What follows belongs to an exercise in optimizing a design on an open flow for small area and a short achievable clock period; a production flow would make more cautious choices. RTL that was checked went through simulation tests only; none was proved equivalent to the original. Power and IR drop assume default switching activity.

==> build 90 <==
==> flow/design.v (excerpt) <==
module mm_top (
  input  logic        clk,
  input  logic        rst_n,
  input  logic        i_awvalid,
  output logic        o_awready,
  input  logic [7:0]  i_awaddr,
  input  logic        i_wvalid,
  output logic        o_wready,
  input  logic [31:0] i_wdata,
  input  logic [3:0]  i_wstrb,
  output logic        o_bvalid,
  input  logic        i_bready,
  output logic [1:0]  o_bresp,
  input  logic        i_arvalid,
  output logic        o_arready,
  input  logic [7:0]  i_araddr,
  output logic        o_rvalid,
  input  logic        i_rready,
  output logic [31:0] o_rdata,
  output logic [1:0]  o_rresp
);
export LEC_CHECK = 0
export ABC_CLOCK_PERIOD_IN_PS = 4000
export CAP_MARGIN = 20
export CORE_MARGIN = 2
export CORE_UTILIZATION = 60
export CTS_CLUSTER_DIAMETER = 120
export CTS_CLUSTER_SIZE = 28
export PLACE_DENSITY = 0.62
export SETUP_SLACK_MARGIN = 4.55
export SLEW_MARGIN = 20
export SYNTH_HIERARCHICAL = 1
create_clock -name core_clock -period 8.0 [get_ports {clk}]
standard.sh (not shown) runs the stock make flow with config.mk's settings and CLKGATE_MAP_FILE= SYNTH_SCRIPT=/design/flow/synth_recipe.tcl, a recipe that flattens the netlist after the stock synthesis.
==> flow/flow/run.sh <==
#!/bin/bash
# Layout flow: the standard ORFS flow (standard.sh, unchanged synthesis and
# scripts) with the port buffers that placement inserts made the smallest
# buffer instead of the one buffer_ports picks by default. Timing repair still
# resizes any port buffer on a critical path.
set -euo pipefail
export BUFFER_PORTS_ARGS="-buffer_cell sky130_fd_sc_hd__buf_1"
bash standard.sh > standard.log 2>&1
==> trial 79 (differences from build 90) <==
CTS_CLUSTER_DIAMETER = 100   (was 120)
CTS_CLUSTER_SIZE = 24   (was 28)
PLACE_DENSITY = 0.7   (was 0.62)
==> trial 30 (differences from build 90) <==
--- a/flow/design.v
+++ b/flow/design.v
@@ -997,15 +997,15 @@
   logic        bslverr_q;
   logic        start_q;
   logic        clear_q;
   logic        busy_q;
   logic        done_q;
   logic [2:0]  cnt_q;
   logic [17:0] mask_q;
-  logic        newbit_q;
+  logic        full_q;
   logic        full;
   logic        accept;
   logic        wr_go;
   logic        wr_ctrl;
   logic        wr_opnd;
   logic [4:0]  wr_slot;
   logic        opnd_we;
@@ -1088,27 +1088,26 @@
     for (int k = 0; k < 3; k++)
       bsel_q[k] <= ({8{ph_j_next[0]}} & b_q[k][0]) |
                    ({8{ph_j_next[1]}} & b_q[k][1]) |
                    ({8{ph_j_next[2]}} & b_q[k][2]);
   end
   always_ff @(posedge clk or negedge rst_n) begin
     if (!rst_n) begin
-      mask_q   <= '0;
-      newbit_q <= 1'b0;
+      mask_q <= '0;
+      full_q <= 1'b0;
     end else begin
-      newbit_q <= 1'b0;
+      full_q <= (&mask_q) && !clear_q;
       if (clear_q) begin
         mask_q <= '0;
       end else if (opnd_we) begin
         mask_q[wr_slot] <= 1'b1;
-        newbit_q        <= !mask_q[wr_slot];
       end
     end
   end
-  assign full = (&mask_q) && !newbit_q;
+  assign full = full_q;
   assign accept = start_q && full && !busy_q;
   always_ff @(posedge clk or negedge rst_n) begin
     if (!rst_n) begin
       busy_q <= 1'b0;
       done_q <= 1'b0;
     end else if (accept) begin
       busy_q <= 1'b1;
CTS_CLUSTER_DIAMETER = 100   (was 120)
CTS_CLUSTER_SIZE = 24   (was 28)
PLACE_DENSITY = 0.7   (was 0.62)
==> trial 73 (differences from build 90) <==
--- a/flow/design.v
+++ b/flow/design.v
@@ -736,33 +736,30 @@
   mm_fa u_s195 (.i_a(pp100), .i_b(pp107), .i_c(pp114), .o_s(s195), .o_c(c196));
   mm_fa u_s197 (.i_a(pp121), .i_b(pp136), .i_c(pp143), .o_s(s197), .o_c(c198));
   mm_fa u_s199 (.i_a(pp15), .i_b(pp150), .i_c(pp157), .o_s(s199), .o_c(c200));
   mm_ha u_s201 (.i_a(pp101), .i_b(pp108), .o_s(s201), .o_c(c202));
   mm_fa u_s203 (.i_a(pp115), .i_b(pp122), .i_c(pp144), .o_s(s203), .o_c(c204));
   mm_fa u_s205 (.i_a(pp151), .i_b(pp158), .i_c(pp16), .o_s(s205), .o_c(c206));
   mm_ha u_s207 (.i_a(pp102), .i_b(pp109), .o_s(s207), .o_c(c208));
-  mm_xnor u_s209 (.i_a(pp116), .i_b(pp123), .o_y(s209));
-  mm_or u_c210 (.i_a(pp116), .i_b(pp123), .o_y(c210));
+  mm_fa u_s209 (.i_a(pp116), .i_b(pp123), .i_c(1'b1), .o_s(s209), .o_c(c210));
   mm_fa u_s211 (.i_a(pp12), .i_b(pp133), .i_c(pp140), .o_s(s211), .o_c(c212));
   mm_fa u_s213 (.i_a(pp105), .i_b(pp13), .i_c(pp134), .o_s(s213), .o_c(c214));
   mm_fa u_s215 (.i_a(pp141), .i_b(pp148), .i_c(pp155), .o_s(s215), .o_c(c216));
   mm_fa u_s217 (.i_a(pp162), .i_b(pp169), .i_c(pp20), .o_s(s217), .o_c(c218));
   mm_fa u_s219 (.i_a(pp14), .i_b(pp142), .i_c(pp149), .o_s(s219), .o_c(c220));
   mm_fa u_s221 (.i_a(pp156), .i_b(pp163), .i_c(pp170), .o_s(s221), .o_c(c222));
   mm_fa u_s223 (.i_a(pp177), .i_b(pp21), .i_c(pp28), .o_s(s223), .o_c(c224));
   mm_fa u_s225 (.i_a(pp35), .i_b(pp42), .i_c(pp49), .o_s(s225), .o_c(c226));
-  mm_xnor u_s227 (.i_a(pp7), .i_b(pp71), .o_y(s227));
-  mm_or u_c228 (.i_a(pp7), .i_b(pp71), .o_y(c228));
+  mm_fa u_s227 (.i_a(pp7), .i_b(pp71), .i_c(1'b1), .o_s(s227), .o_c(c228));
   mm_fa u_s229 (.i_a(pp164), .i_b(pp171), .i_c(pp178), .o_s(s229), .o_c(c230));
   mm_fa u_s231 (.i_a(pp185), .i_b(pp22), .i_c(pp29), .o_s(s231), .o_c(c232));
   mm_fa u_s233 (.i_a(pp36), .i_b(pp43), .i_c(pp50), .o_s(s233), .o_c(c234));
   mm_fa u_s235 (.i_a(pp57), .i_b(pp72), .i_c(pp79), .o_s(s235), .o_c(c236));
   mm_fa u_s237 (.i_a(pp8), .i_b(pp86), .i_c(pp93), .o_s(s237), .o_c(c238));
-  mm_xnor u_s239 (.i_a(c194), .i_b(s195), .o_y(s239));
-  mm_or u_c240 (.i_a(c194), .i_b(s195), .o_y(c240));
+  mm_fa u_s239 (.i_a(c194), .i_b(s195), .i_c(1'b1), .o_s(s239), .o_c(c240));
   mm_fa u_s241 (.i_a(pp165), .i_b(pp172), .i_c(pp179), .o_s(s241), .o_c(c242));
   mm_fa u_s243 (.i_a(pp186), .i_b(pp23), .i_c(pp30), .o_s(s243), .o_c(c244));
   mm_fa u_s245 (.i_a(pp37), .i_b(pp44), .i_c(pp51), .o_s(s245), .o_c(c246));
   mm_fa u_s247 (.i_a(pp58), .i_b(pp80), .i_c(pp87), .o_s(s247), .o_c(c248));
   mm_fa u_s249 (.i_a(pp94), .i_b(c196), .i_c(c198), .o_s(s249), .o_c(c250));
   mm_fa u_s251 (.i_a(c200), .i_b(s201), .i_c(s203), .o_s(s251), .o_c(c252));
   mm_fa u_s253 (.i_a(pp152), .i_b(pp159), .i_c(pp166), .o_s(s253), .o_c(c254));
@@ -775,24 +772,22 @@
   mm_fa u_s267 (.i_a(pp124), .i_b(pp160), .i_c(pp167), .o_s(s267), .o_c(c268));
   mm_fa u_s269 (.i_a(pp174), .i_b(pp181), .i_c(pp188), .o_s(s269), .o_c(c270));
   mm_fa u_s271 (.i_a(pp32), .i_b(pp39), .i_c(pp46), .o_s(s271), .o_c(c272));
   mm_fa u_s273 (.i_a(pp53), .i_b(pp60), .i_c(pp96), .o_s(s273), .o_c(c274));
   mm_fa u_s275 (.i_a(pp104), .i_b(pp111), .i_c(pp118), .o_s(s275), .o_c(c276));
   mm_fa u_s277 (.i_a(pp125), .i_b(pp168), .i_c(pp175), .o_s(s277), .o_c(c278));
   mm_fa u_s279 (.i_a(pp11), .i_b(pp132), .i_c(pp139), .o_s(s279), .o_c(c280));
-  mm_xnor u_s281 (.i_a(pp146), .i_b(pp153), .o_y(s281));
-  mm_or u_c282 (.i_a(pp146), .i_b(pp153), .o_y(c282));
+  mm_fa u_s281 (.i_a(pp146), .i_b(pp153), .i_c(1'b1), .o_s(s281), .o_c(c282));
   mm_fa u_s283 (.i_a(pp147), .i_b(pp154), .i_c(pp161), .o_s(s283), .o_c(c284));
   mm_fa u_s285 (.i_a(pp19), .i_b(pp26), .i_c(pp33), .o_s(s285), .o_c(c286));
   mm_fa u_s287 (.i_a(pp5), .i_b(pp69), .i_c(pp76), .o_s(s287), .o_c(c288));
   mm_fa u_s289 (.i_a(pp27), .i_b(pp34), .i_c(pp41), .o_s(s289), .o_c(c290));
   mm_fa u_s291 (.i_a(pp6), .i_b(pp70), .i_c(pp77), .o_s(s291), .o_c(c292));
   mm_fa u_s293 (.i_a(pp84), .i_b(pp91), .i_c(pp98), .o_s(s293), .o_c(c294));
-  mm_xnor u_s295 (.i_a(c212), .i_b(s213), .o_y(s295));
-  mm_or u_c296 (.i_a(c212), .i_b(s213), .o_y(c296));
+  mm_fa u_s295 (.i_a(c212), .i_b(s213), .i_c(1'b1), .o_s(s295), .o_c(c296));
   mm_fa u_s297 (.i_a(pp78), .i_b(pp85), .i_c(pp92), .o_s(s297), .o_c(c298));
   mm_fa u_s299 (.i_a(pp99), .i_b(s227), .i_c(c214), .o_s(s299), .o_c(c300));
   mm_fa u_s301 (.i_a(c216), .i_b(c218), .i_c(s193), .o_s(s301), .o_c(c302));
   mm_fa u_s303 (.i_a(s219), .i_b(s221), .i_c(s223), .o_s(s303), .o_c(c304));
   mm_fa u_s305 (.i_a(c228), .i_b(c220), .i_c(c222), .o_s(s305), .o_c(c306));
   mm_fa u_s307 (.i_a(c224), .i_b(c226), .i_c(s197), .o_s(s307), .o_c(c308));
   mm_fa u_s309 (.i_a(s199), .i_b(s229), .i_c(s231), .o_s(s309), .o_c(c310));
@@ -813,20 +808,18 @@
   mm_fa u_s339 (.i_a(pp47), .i_b(pp54), .i_c(pp61), .o_s(s339), .o_c(c340));
   mm_fa u_s341 (.i_a(c266), .i_b(c268), .i_c(c270), .o_s(s341), .o_c(c342));
   mm_fa u_s343 (.i_a(c272), .i_b(c274), .i_c(s275), .o_s(s343), .o_c(c344));
   mm_fa u_s345 (.i_a(pp112), .i_b(pp119), .i_c(pp126), .o_s(s345), .o_c(c346));
   mm_fa u_s347 (.i_a(pp176), .i_b(pp183), .i_c(pp190), .o_s(s347), .o_c(c348));
   mm_fa u_s349 (.i_a(pp48), .i_b(pp55), .i_c(pp62), .o_s(s349), .o_c(c350));
   mm_fa u_s351 (.i_a(pp10), .i_b(pp131), .i_c(pp138), .o_s(s351), .o_c(c352));
-  mm_xnor u_s353 (.i_a(pp145), .i_b(pp17), .o_y(s353));
-  mm_or u_c354 (.i_a(pp145), .i_b(pp17), .o_y(c354));
+  mm_fa u_s353 (.i_a(pp145), .i_b(pp17), .i_c(1'b1), .o_s(s353), .o_c(c354));
   mm_fa u_s355 (.i_a(pp18), .i_b(pp25), .i_c(pp4), .o_s(s355), .o_c(c356));
   mm_fa u_s357 (.i_a(pp68), .i_b(pp75), .i_c(pp82), .o_s(s357), .o_c(c358));
-  mm_xnor u_s359 (.i_a(pp89), .i_b(s281), .o_y(s359));
-  mm_or u_c360 (.i_a(pp89), .i_b(s281), .o_y(c360));
+  mm_fa u_s359 (.i_a(pp89), .i_b(s281), .i_c(1'b1), .o_s(s359), .o_c(c360));
   mm_fa u_s361 (.i_a(pp83), .i_b(pp90), .i_c(pp97), .o_s(s361), .o_c(c362));
   mm_fa u_s363 (.i_a(c282), .i_b(c280), .i_c(s211), .o_s(s363), .o_c(c364));
   mm_fa u_s365 (.i_a(s283), .i_b(s285), .i_c(s287), .o_s(s365), .o_c(c366));
   mm_fa u_s367 (.i_a(c284), .i_b(c286), .i_c(c288), .o_s(s367), .o_c(c368));
   mm_fa u_s369 (.i_a(s215), .i_b(s217), .i_c(s289), .o_s(s369), .o_c(c370));
   mm_fa u_s371 (.i_a(s291), .i_b(s293), .i_c(s295), .o_s(s371), .o_c(c372));
   mm_fa u_s373 (.i_a(c290), .i_b(c292), .i_c(c294), .o_s(s373), .o_c(c374));
@@ -851,16 +844,15 @@
   mm_fa u_s411 (.i_a(c340), .i_b(s345), .i_c(s347), .o_s(s411), .o_c(c412));
   mm_fa u_s413 (.i_a(s349), .i_b(c342), .i_c(c344), .o_s(s413), .o_c(c414));
   mm_fa u_s415 (.i_a(pp120), .i_b(pp127), .i_c(pp184), .o_s(s415), .o_c(c416));
   mm_fa u_s417 (.i_a(pp191), .i_b(pp56), .i_c(pp63), .o_s(s417), .o_c(c418));
   mm_fa u_s419 (.i_a(c346), .i_b(c348), .i_c(c350), .o_s(s419), .o_c(c420));
   mm_fa u_s421 (.i_a(pp130), .i_b(pp137), .i_c(pp2), .o_s(s421), .o_c(c422));
   mm_fa u_s423 (.i_a(pp3), .i_b(pp67), .i_c(pp74), .o_s(s423), .o_c(c424));
-  mm_xnor u_s425 (.i_a(pp81), .i_b(s353), .o_y(s425));
-  mm_or u_c426 (.i_a(pp81), .i_b(s353), .o_y(c426));
+  mm_fa u_s425 (.i_a(pp81), .i_b(s353), .i_c(1'b1), .o_s(s425), .o_c(c426));
   mm_fa u_s427 (.i_a(c354), .i_b(c352), .i_c(s279), .o_s(s427), .o_c(c428));
   mm_fa u_s429 (.i_a(s355), .i_b(s357), .i_c(s359), .o_s(s429), .o_c(c430));
   mm_fa u_s431 (.i_a(c356), .i_b(c358), .i_c(c360), .o_s(s431), .o_c(c432));
   mm_fa u_s433 (.i_a(s361), .i_b(s363), .i_c(s365), .o_s(s433), .o_c(c434));
   mm_fa u_s435 (.i_a(c362), .i_b(c364), .i_c(c366), .o_s(s435), .o_c(c436));
   mm_fa u_s437 (.i_a(s367), .i_b(s369), .i_c(s371), .o_s(s437), .o_c(c438));
   mm_fa u_s439 (.i_a(c368), .i_b(c370), .i_c(s373), .o_s(s439), .o_c(c440));
@@ -877,16 +869,15 @@
   mm_fa u_s461 (.i_a(s405), .i_b(s407), .i_c(c402), .o_s(s461), .o_c(c462));
   mm_fa u_s463 (.i_a(c404), .i_b(s409), .i_c(s411), .o_s(s463), .o_c(c464));
   mm_fa u_s465 (.i_a(c406), .i_b(s413), .i_c(c408), .o_s(s465), .o_c(c466));
   mm_fa u_s467 (.i_a(s415), .i_b(s417), .i_c(c410), .o_s(s467), .o_c(c468));
   mm_fa u_s469 (.i_a(c412), .i_b(s419), .i_c(c414), .o_s(s469), .o_c(c470));
   mm_fa u_s471 (.i_a(pp128), .i_b(pp192), .i_c(pp64), .o_s(s471), .o_c(c472));
   mm_fa u_s473 (.i_a(c416), .i_b(c418), .i_c(c420), .o_s(s473), .o_c(c474));
-  mm_xnor u_s475 (.i_a(pp66), .i_b(pp73), .o_y(s475));
-  mm_or u_c476 (.i_a(pp66), .i_b(pp73), .o_y(c476));
+  mm_fa u_s475 (.i_a(pp66), .i_b(pp73), .i_c(1'b1), .o_s(s475), .o_c(c476));
   mm_fa u_s477 (.i_a(c422), .i_b(s351), .i_c(s423), .o_s(s477), .o_c(c478));
   mm_fa u_s479 (.i_a(c424), .i_b(c426), .i_c(s427), .o_s(s479), .o_c(c480));
   mm_fa u_s481 (.i_a(c428), .i_b(s431), .i_c(c430), .o_s(s481), .o_c(c482));
   mm_fa u_s483 (.i_a(c432), .i_b(c434), .i_c(s435), .o_s(s483), .o_c(c484));
   mm_fa u_s485 (.i_a(c436), .i_b(s439), .i_c(c438), .o_s(s485), .o_c(c486));
   mm_fa u_s487 (.i_a(c440), .i_b(s443), .i_c(c442), .o_s(s487), .o_c(c488));
   mm_fa u_s489 (.i_a(c444), .i_b(s447), .i_c(c446), .o_s(s489), .o_c(c490));
@@ -931,16 +922,15 @@
   wire s25;
   wire c26;
   wire s27;
   wire c28;
   wire s29;
   wire c30;
   wire s31;
-  mm_xnor u_s1 (.i_a(i_st[0]), .i_b(i_st[1]), .o_y(s1));
-  mm_or u_c2 (.i_a(i_st[0]), .i_b(i_st[1]), .o_y(c2));
+  mm_fa u_s1 (.i_a(i_st[0]), .i_b(i_st[1]), .i_c(1'b1), .o_s(s1), .o_c(c2));
   mm_fa u_s3 (.i_a(i_st[3]), .i_b(i_st[4]), .i_c(i_st[5]), .o_s(s3), .o_c(c4));
   mm_fa u_s5 (.i_a(i_st[6]), .i_b(i_st[7]), .i_c(i_st[8]), .o_s(s5), .o_c(c6));
   mm_fa u_s7 (.i_a(i_st[10]), .i_b(i_st[11]), .i_c(i_st[9]), .o_s(s7), .o_c(c8));
   mm_fa u_s9 (.i_a(i_st[12]), .i_b(i_st[13]), .i_c(i_st[14]), .o_s(s9), .o_c(c10));
   mm_fa u_s11 (.i_a(i_st[15]), .i_b(i_st[16]), .i_c(i_st[17]), .o_s(s11), .o_c(c12));
   mm_fa u_s13 (.i_a(i_st[18]), .i_b(i_st[19]), .i_c(i_st[20]), .o_s(s13), .o_c(c14));
   mm_fa u_s15 (.i_a(i_st[21]), .i_b(i_st[22]), .i_c(i_st[23]), .o_s(s15), .o_c(c16));
@@ -959,20 +949,14 @@
   assign o_s = i_a ^ i_b ^ i_c;
   assign o_c = (i_a & i_b) | (i_a & i_c) | (i_b & i_c);
 endmodule
 module mm_ha (input wire i_a, i_b, output wire o_s, o_c);
   assign o_s = i_a ^ i_b;
   assign o_c = i_a & i_b;
 endmodule
-module mm_xnor (input wire i_a, i_b, output wire o_y);
-  assign o_y = ~(i_a ^ i_b);
-endmodule
-module mm_or (input wire i_a, i_b, output wire o_y);
-  assign o_y = i_a | i_b;
-endmodule
 `default_nettype wire
 `timescale 1ns/1ps
 `default_nettype none
 module mm_top (
   input  logic        clk,
   input  logic        rst_n,
   input  logic        i_awvalid,
==> flow/run.sh (new file) <==
#!/bin/bash
# synth_recipe.tcl (not shown) runs the flow's synth.tcl, then flattens the netlist and writes it again
# the make line also repeats each setting of config.mk as NAME=value (left out here)
make -C /OpenROAD-flow-scripts/flow DESIGN_CONFIG=/design/flow/config.mk WORK_HOME=/design/flow/orfs CLKGATE_MAP_FILE= SYNTH_SCRIPT=/design/flow/synth_recipe.tcl finish
CTS_CLUSTER_DIAMETER = unset   (was 120)
CTS_CLUSTER_SIZE = unset   (was 28)
PLACE_DENSITY = 0.7   (was 0.62)
SETUP_SLACK_MARGIN = 4.5   (was 4.55)
removed: flow/flow/run.sh
removed: flow/standard.sh
==> summary.txt <==
Layout
  – Area of the multi-input gates: 9060 um^2
  – FILL cells: 2523
  – Total Nets Final: 1814
  – Most frequent cells in the layout: dfxtp_1 (269), nand2_1 (197), fa_1 (159)
  – Sequential share of cell area: 46.1%

Timing
  – Setup Skew: 0.0127 ns

Place
  – Area post-placement: 19200 um^2
  – Routability cong.: 0.896

Floorplanning
  – Die Y: 185 um
  – Well Taps: 442

Global routing
  – Largest net degree at the start of global routing: 39
  – Gr usage total: 25.1%

Power
  – Sequential power share: 63.4%

Setup path
  – R2R depth: 6

Run status
  – Status: finished clean
Source of the figures above: trial 30

==> summary.txt <==
Run status
  – Status: finished clean

Layout
  – Most frequent cells in the layout: dfxtp_1 (267), nand2_1 (209), fa_1 (158)
  – Sequential share of cell area: 46.2%
  – FILL cells: 2478

Floorplanning
  – Well Taps: 402

Place
  – Routability cong.: 0.912
  – Area post-placement: 19300 um^2

Global routing
  – Largest net degree at the start of global routing: 35
  – Gr usage total: 25.3%

Power
  – Sequential power share: 64.7%

Setup path
  – R2R depth: 7
Source of the figures above: build 90

==> summary.txt <==
Run status
  – Status: finished clean

Setup path
  – R2R depth: 6

Floorplanning
  – Die Y: 184 um

Layout
  – Sequential share of cell area: 45.9%
  – Area of the multi-input gates: 9120 um^2

Place
  – Routability cong.: 0.892
  – Area post-placement: 19300 um^2
Source of the figures above: trial 79

==> summary.txt <==
Setup path
  – R2R depth: 7

Layout
  – Most frequent cells in the layout: dfxtp_1 (270), nand2_1 (209), fa_1 (168)
  – Sequential share of cell area: 42.5%
  – Area of the multi-input gates: 9270 um^2
  – Total Nets Final: 1857

Timing
  – Setup Skew: 0.0150 ns

Power
  – Sequential power share: 50.0%

Global routing
  – Largest net degree at the start of global routing: 35

Place
  – Routability cong.: 0.880

Run status
  – Status: finished clean
Source of the figures above: trial 73

For trial 30, only the layout was checked, not whether the RTL still works.

==> static timing again, ports no longer ideal <==
In the flow no input, the clock included, has a driving cell. The finished layouts below were timed again as built, in two steps.
Step 1 sets driving cells, clkbuf_16 on the clock port and buf_2 on the other inputs (assumed; they add their load-dependent delay and slew).
Step 2 times the ports against the registers' clock, not the clock port: input delays grow and output delays shrink by t, the midpoint of the rising clock arrivals with the driver on.
a / b / c = no drivers / after step 1 / after step 2; a / b = the first two.
run | shift t [ns] | setup WS [ns] | hold slack, ns | latest minus earliest clock arrival (ns) | worst register clock-pin slew, ns
build 90 | 0.570 | 4.476 / 4.445 / 4.053 | 0.356 / 0.356 / 0.356 | 0.028 / 0.027 | 0.11 / 0.11
trial 79 | 0.570 | 4.473 / 4.441 / 4.078 | 0.346 / 0.346 / 0.346 | 0.022 / 0.021 | 0.10 / 0.10
trial 30 | 0.566 | 4.344 / 4.315 / 4.086 | 0.346 / 0.346 / 0.346 | 0.014 / 0.014 | 0.10 / 0.10
trial 73 | 0.593 | 4.468 / 4.435 / 3.968 | 0.344 / 0.344 / 0.344 | 0.016 / 0.015 | 0.07 / 0.07
After both steps setup and hold are still met in every run listed. For trial 73, which loses most, drivers alone change the setup slack by -0.033 ns; drivers and shift together by -0.500 ns.
